Context: an optimization exercise on an open-source flow, tuned for small area and a short achievable clock period. The choices shown serve that exercise and are no tape-out recipe.
Only simulation tests tie the RTL to the original design; equivalence was not proved.
Power figures rest on the tool's default switching activity, not on a simulated workload.

==> flow/design.v <==
package lcd_regs_pkg;
	localparam logic [1:0] IDLE   = 2'b00;
	localparam logic [1:0] BUSY   = 2'b01;
	localparam logic [1:0] NONSEQ = 2'b10;
	localparam logic [1:0] SEQ    = 2'b11;
	localparam logic [1:0] OKAY  = 2'b00;
	localparam logic [1:0] ERROR = 2'b01;
	localparam logic [1:0] RETRY = 2'b10;
	localparam logic [1:0] SPLIT = 2'b11;
	localparam logic [1:0] CTRL_ST  = 2'b00;
	localparam logic [1:0] WR_OP_ST = 2'b01;
	localparam logic [1:0] RD_OP_ST = 2'b10;
	localparam int DATA_W     = 32;
	localparam int OFFS_W     = 24;
	localparam int WORD_IDX_W = 3;
	localparam int BANK_WORDS = 1 << WORD_IDX_W;
	localparam int MAX_BANKS = 4;
	localparam logic [MAX_BANKS*OFFS_W-1:0] BANK_BASE = {
		24'hE11400,
		24'hE11000,
		24'hE10C00,
		24'hE10000
	};
endpackage
module ahb_ready (
	input  logic       hsel,
	input  logic [1:0] htrans,
	input  logic       dp,
	output logic       hready
);
	assign hready = dp || (hsel && (htrans == lcd_regs_pkg::NONSEQ));
endmodule
module reg_word_next (
	input  logic        hold,
	input  logic        we,
	input  logic [31:0] q,
	input  logic [31:0] wdata,
	output logic [31:0] d
);
	assign d = (q & {32{hold}}) | (wdata & {32{we}});
endmodule
module rd_aoi3 (
	input  logic [2:0]  s,
	input  logic [31:0] a,
	input  logic [31:0] b,
	input  logic [31:0] c,
	output logic [31:0] yn
);
	assign yn = ~(({32{s[0]}} & a) | ({32{s[1]}} & b) | ({32{s[2]}} & c));
endmodule
module rd_aoi2 (
	input  logic [1:0]  s,
	input  logic [31:0] a,
	input  logic [31:0] b,
	output logic [31:0] yn
);
	assign yn = ~(({32{s[0]}} & a) | ({32{s[1]}} & b));
endmodule
module rd_bank (
	input  logic [3*32-1:0] pn,
	input  logic            kill,
	output logic [31:0]     y
);
	assign y = ~((pn[0 +: 32] & pn[32 +: 32] & pn[64 +: 32]) | {32{kill}});
endmodule
module rd_final (
	input  logic [2*32-1:0] bank_rd,
	input  logic            byp,
	input  logic [31:0]     wdata,
	output logic [31:0]     y
);
	assign y = bank_rd[0 +: 32] | bank_rd[32 +: 32] | (wdata & {32{byp}});
endmodule
module lcd_ahb_regs #(
	parameter int NUM_BANKS = 2
) (
	input  logic                     HCLK,
	input  logic                     HRESET,
	input  logic                     HSEL,
	input  logic [31:0]              HADDR,
	input  logic                     HWRITE,
	input  logic [1:0]               HTRANS,
	input  logic [31:0]              HWDATA,
	output logic [31:0]              HRDATA,
	output logic                     HREADY,
	output logic [1:0]               HRESP,
	output logic [NUM_BANKS*256-1:0] regs
);
	localparam int OFFS_W = lcd_regs_pkg::OFFS_W;
	localparam int LO     = 5;
	localparam int NW     = 16;    
	logic          accept;
	logic [1:0]    bank_match;
	logic [7:0]    word_dec;
	assign accept = HSEL && (HTRANS == lcd_regs_pkg::NONSEQ);
	for (genvar b = 0; b < 2; b++) begin : g_match
		localparam logic [OFFS_W-1:0] BASE = lcd_regs_pkg::BANK_BASE[b*OFFS_W +: OFFS_W];
		assign bank_match[b] = (HADDR[OFFS_W-1:LO] == BASE[OFFS_W-1:LO]);
	end
	for (genvar w = 0; w < 8; w++) begin : g_dec
		assign word_dec[w] = (HADDR[4:2] == w);
	end
	logic dp_q;
	logic wr_q;
	logic nwr_q;
	always_ff @(posedge HCLK or posedge HRESET) begin
		if (HRESET) begin
			dp_q  <= 1'b0;
			wr_q  <= 1'b0;
			nwr_q <= 1'b1;
		end else begin
			dp_q  <= accept;
			wr_q  <= accept && HWRITE;
			nwr_q <= !(accept && HWRITE);
		end
	end
	logic [1:0] bank_q;
	logic [7:0] word_q;
	always_ff @(posedge HCLK) begin
		bank_q <= bank_match;
		word_q <= word_dec;
	end
	logic [NW-1:0]    we;
	logic [NW-1:0]    hold;
	logic [NW*32-1:0] regs_d;
	for (genvar i = 0; i < NW; i++) begin : g_reg
		assign we[i]   = wr_q && bank_q[i/8] && word_q[i%8];
		assign hold[i] = nwr_q || !(bank_q[i/8] && word_q[i%8]);
		reg_word_next u_next (
			.hold  (hold[i]),
			.we    (we[i]),
			.q     (regs[i*32 +: 32]),
			.wdata (HWDATA),
			.d     (regs_d[i*32 +: 32])
		);
	end
	always_ff @(posedge HCLK or posedge HRESET) begin
		if (HRESET) begin
			regs <= '0;
		end else begin
			regs <= regs_d;
		end
	end
	logic [1:0]      byp;       
	logic            wbyp;      
	logic [1:0]      bank_kill;
	logic [6*32-1:0] part_n;    
	logic [2*32-1:0] bank_rd;   
	logic [31:0]     rdata_d;
	logic [31:0]     rdata_q;
	for (genvar b = 0; b < 2; b++) begin : g_byp
		assign byp[b]       = wr_q && bank_q[b] && |(word_q & word_dec);
		assign bank_kill[b] = !bank_match[b] || byp[b];
	end
	assign wbyp = (bank_match[0] && byp[0]) || (bank_match[1] && byp[1]);
	for (genvar b = 0; b < 2; b++) begin : g_rd
		for (genvar j = 0; j < 2; j++) begin : g_aoi
			rd_aoi3 u_aoi (
				.s  (word_dec[j*3 +: 3]),
				.a  (regs[(b*8 + j*3 + 0)*32 +: 32]),
				.b  (regs[(b*8 + j*3 + 1)*32 +: 32]),
				.c  (regs[(b*8 + j*3 + 2)*32 +: 32]),
				.yn (part_n[(b*3 + j)*32 +: 32])
			);
		end
		rd_aoi2 u_aoi_last (
			.s  (word_dec[6 +: 2]),
			.a  (regs[(b*8 + 6)*32 +: 32]),
			.b  (regs[(b*8 + 7)*32 +: 32]),
			.yn (part_n[(b*3 + 2)*32 +: 32])
		);
		rd_bank u_bank (
			.pn      (part_n[b*3*32 +: 3*32]),
			.kill    (bank_kill[b]),
			.y       (bank_rd[b*32 +: 32])
		);
	end
	rd_final u_final (
		.bank_rd (bank_rd),
		.byp     (wbyp),
		.wdata   (HWDATA),
		.y       (rdata_d)
	);
	always_ff @(posedge HCLK) begin
		rdata_q <= rdata_d;
	end
	assign HRDATA = rdata_q;
	ahb_ready u_ready (
		.hsel   (HSEL),
		.htrans (HTRANS),
		.dp     (dp_q),
		.hready (HREADY)
	);
	assign HRESP  = lcd_regs_pkg::OKAY;
endmodule
==> flow/config.mk <==
export PLATFORM = sky130hd
export DESIGN_NAME = lcd_ahb_regs
export DESIGN_NICKNAME = lcd_ahb_regs
export VERILOG_FILES = /design/flow/design.v
export SDC_FILE = /design/flow/constraint.sdc
export NUM_CORES = 4
export LEC_CHECK = 0
export CAP_MARGIN = 20
export CORE_MARGIN = 2
export CORE_UTILIZATION = 66
export CTS_BUF_LIST = sky130_fd_sc_hd__clkbuf_8 sky130_fd_sc_hd__clkbuf_16
export CTS_CLUSTER_DIAMETER = 80
export CTS_CLUSTER_SIZE = 24
export SETUP_SLACK_MARGIN = 2.65
export SLEW_MARGIN = 20
export SYNTH_HIERARCHICAL = 1
export SYNTH_MINIMUM_KEEP_SIZE = 0
==> flow/constraint.sdc <==
create_clock -name core_clock -period 5.0 [get_ports {HCLK}]
set_input_delay 1.0000 -clock core_clock [delete_from_list [all_inputs] [get_ports {HCLK}]]
set_output_delay 1.0000 -clock core_clock [all_outputs]
set_load 0.01 [all_outputs]
standard.sh (not shown) runs the stock make flow with config.mk's settings and CLKGATE_MAP_FILE= SYNTH_SCRIPT=/design/flow/synth_recipe.tcl, a recipe that flattens the netlist after the stock synthesis.
==> flow/flow/run.sh <==
#!/bin/bash
# The standard layout, with two changes to how the resizer works:
# - plain buf_1 cells as the port buffers (buffer_ports otherwise picks
#   clkdlybuf4s50_1, a slow delay cell);
# - timing repair may resize a cell to any footprint of the same function.
set -euo pipefail
bash standard.sh BUFFER_PORTS_ARGS="-buffer_cell sky130_fd_sc_hd__buf_1" MATCH_CELL_FOOTPRINT=0 finish > flow_make.log 2>&1
Rerun with:
--- a/flow/config.mk
+++ b/flow/config.mk
@@ -10 +10 @@
-export CORE_UTILIZATION = 66
+export CORE_UTILIZATION = 62
@@ -12,3 +12,3 @@
-export CTS_CLUSTER_DIAMETER = 80
-export CTS_CLUSTER_SIZE = 24
-export SETUP_SLACK_MARGIN = 2.65
+export CTS_CLUSTER_DIAMETER = 60
+export CTS_CLUSTER_SIZE = 16
+export SETUP_SLACK_MARGIN = 2.7
Outcome: The new run completed with no timing, DRC or antenna violations. Hold slack gets better by 100 ps. Die area rises by 6.3%. Non-clock buffer count increases by 4. Flip-flop and latch count is unchanged. Utilization is lower by 2.7 points. Maximum frequency climbs by 2.8%. Count of clock-buffer cells in the layout climbs by 18.
Rerun with:
--- a/flow/config.mk
+++ b/flow/config.mk
@@ -12,2 +12,2 @@
-export CTS_CLUSTER_DIAMETER = 60
-export CTS_CLUSTER_SIZE = 16
+export CTS_CLUSTER_DIAMETER = 80
+export CTS_CLUSTER_SIZE = 24
Result: Final cell count falls by 1.2%; power falls by 9.0%; sequential power is about the same.
Rerun with:
--- a/flow/config.mk
+++ b/flow/config.mk
@@ -12,2 +12,2 @@
-export CTS_CLUSTER_DIAMETER = 80
-export CTS_CLUSTER_SIZE = 24
+export CTS_CLUSTER_DIAMETER = 100
+export CTS_CLUSTER_SIZE = 30
Outcome:
- The changed run completed without violations
- synthesized area does not change
- design area decreases slightly
- wire length decreases slightly
- critical path depth does not change
- first-iteration DRC count increases by a few percent

## what the ideal ports hide
Ports are ideal in the flow. The routed layouts listed here were re-timed in OpenROAD.
Step 1 (the two cells are an assumption about what drives the block):
set clk [get_ports {HCLK}]
set_driving_cell -lib_cell sky130_fd_sc_hd__clkbuf_16 $clk
set_driving_cell -lib_cell sky130_fd_sc_hd__buf_2 [delete_from_list [all_inputs] $clk]
Step 2 moves the port delays by t, midway between the first and last clock arrival at a register: inputs arrive t later, outputs are due t later. That takes back most of the time a late clock gives input paths.
Slacks: ideal ports / drivers / drivers and shift; pairs: ideal ports / drivers.
| run | t (ns) | setup WS [ns] | hold WS [ns] | clock arrival spread, ns | worst data-port slew with drivers (ns) |
|---|---|---|---|---|---|
| the first run | 0.663 | 2.546 / 2.521 / 1.921 | 0.436 / 0.396 / 0.541 | 0.030 / 0.029 | 0.16 |
| the second run | 0.635 | 2.613 / 2.542 / 1.907 | 0.538 / 0.538 / 0.538 | 0.032 / 0.032 | 0.20 |
| the third run | 0.649 | 2.611 / 2.531 / 1.882 | 0.543 / 0.528 / 0.543 | 0.030 / 0.031 | 0.18 |
| the fourth run | 0.629 | 2.613 / 2.544 / 1.949 | 0.546 / 0.535 / 0.546 | 0.052 / 0.051 | 0.21 |
After both steps setup and hold are still met in every run listed. The setup slack of the third run, which loses most, moves by -0.080 ns with the drivers and by -0.729 ns with both steps.
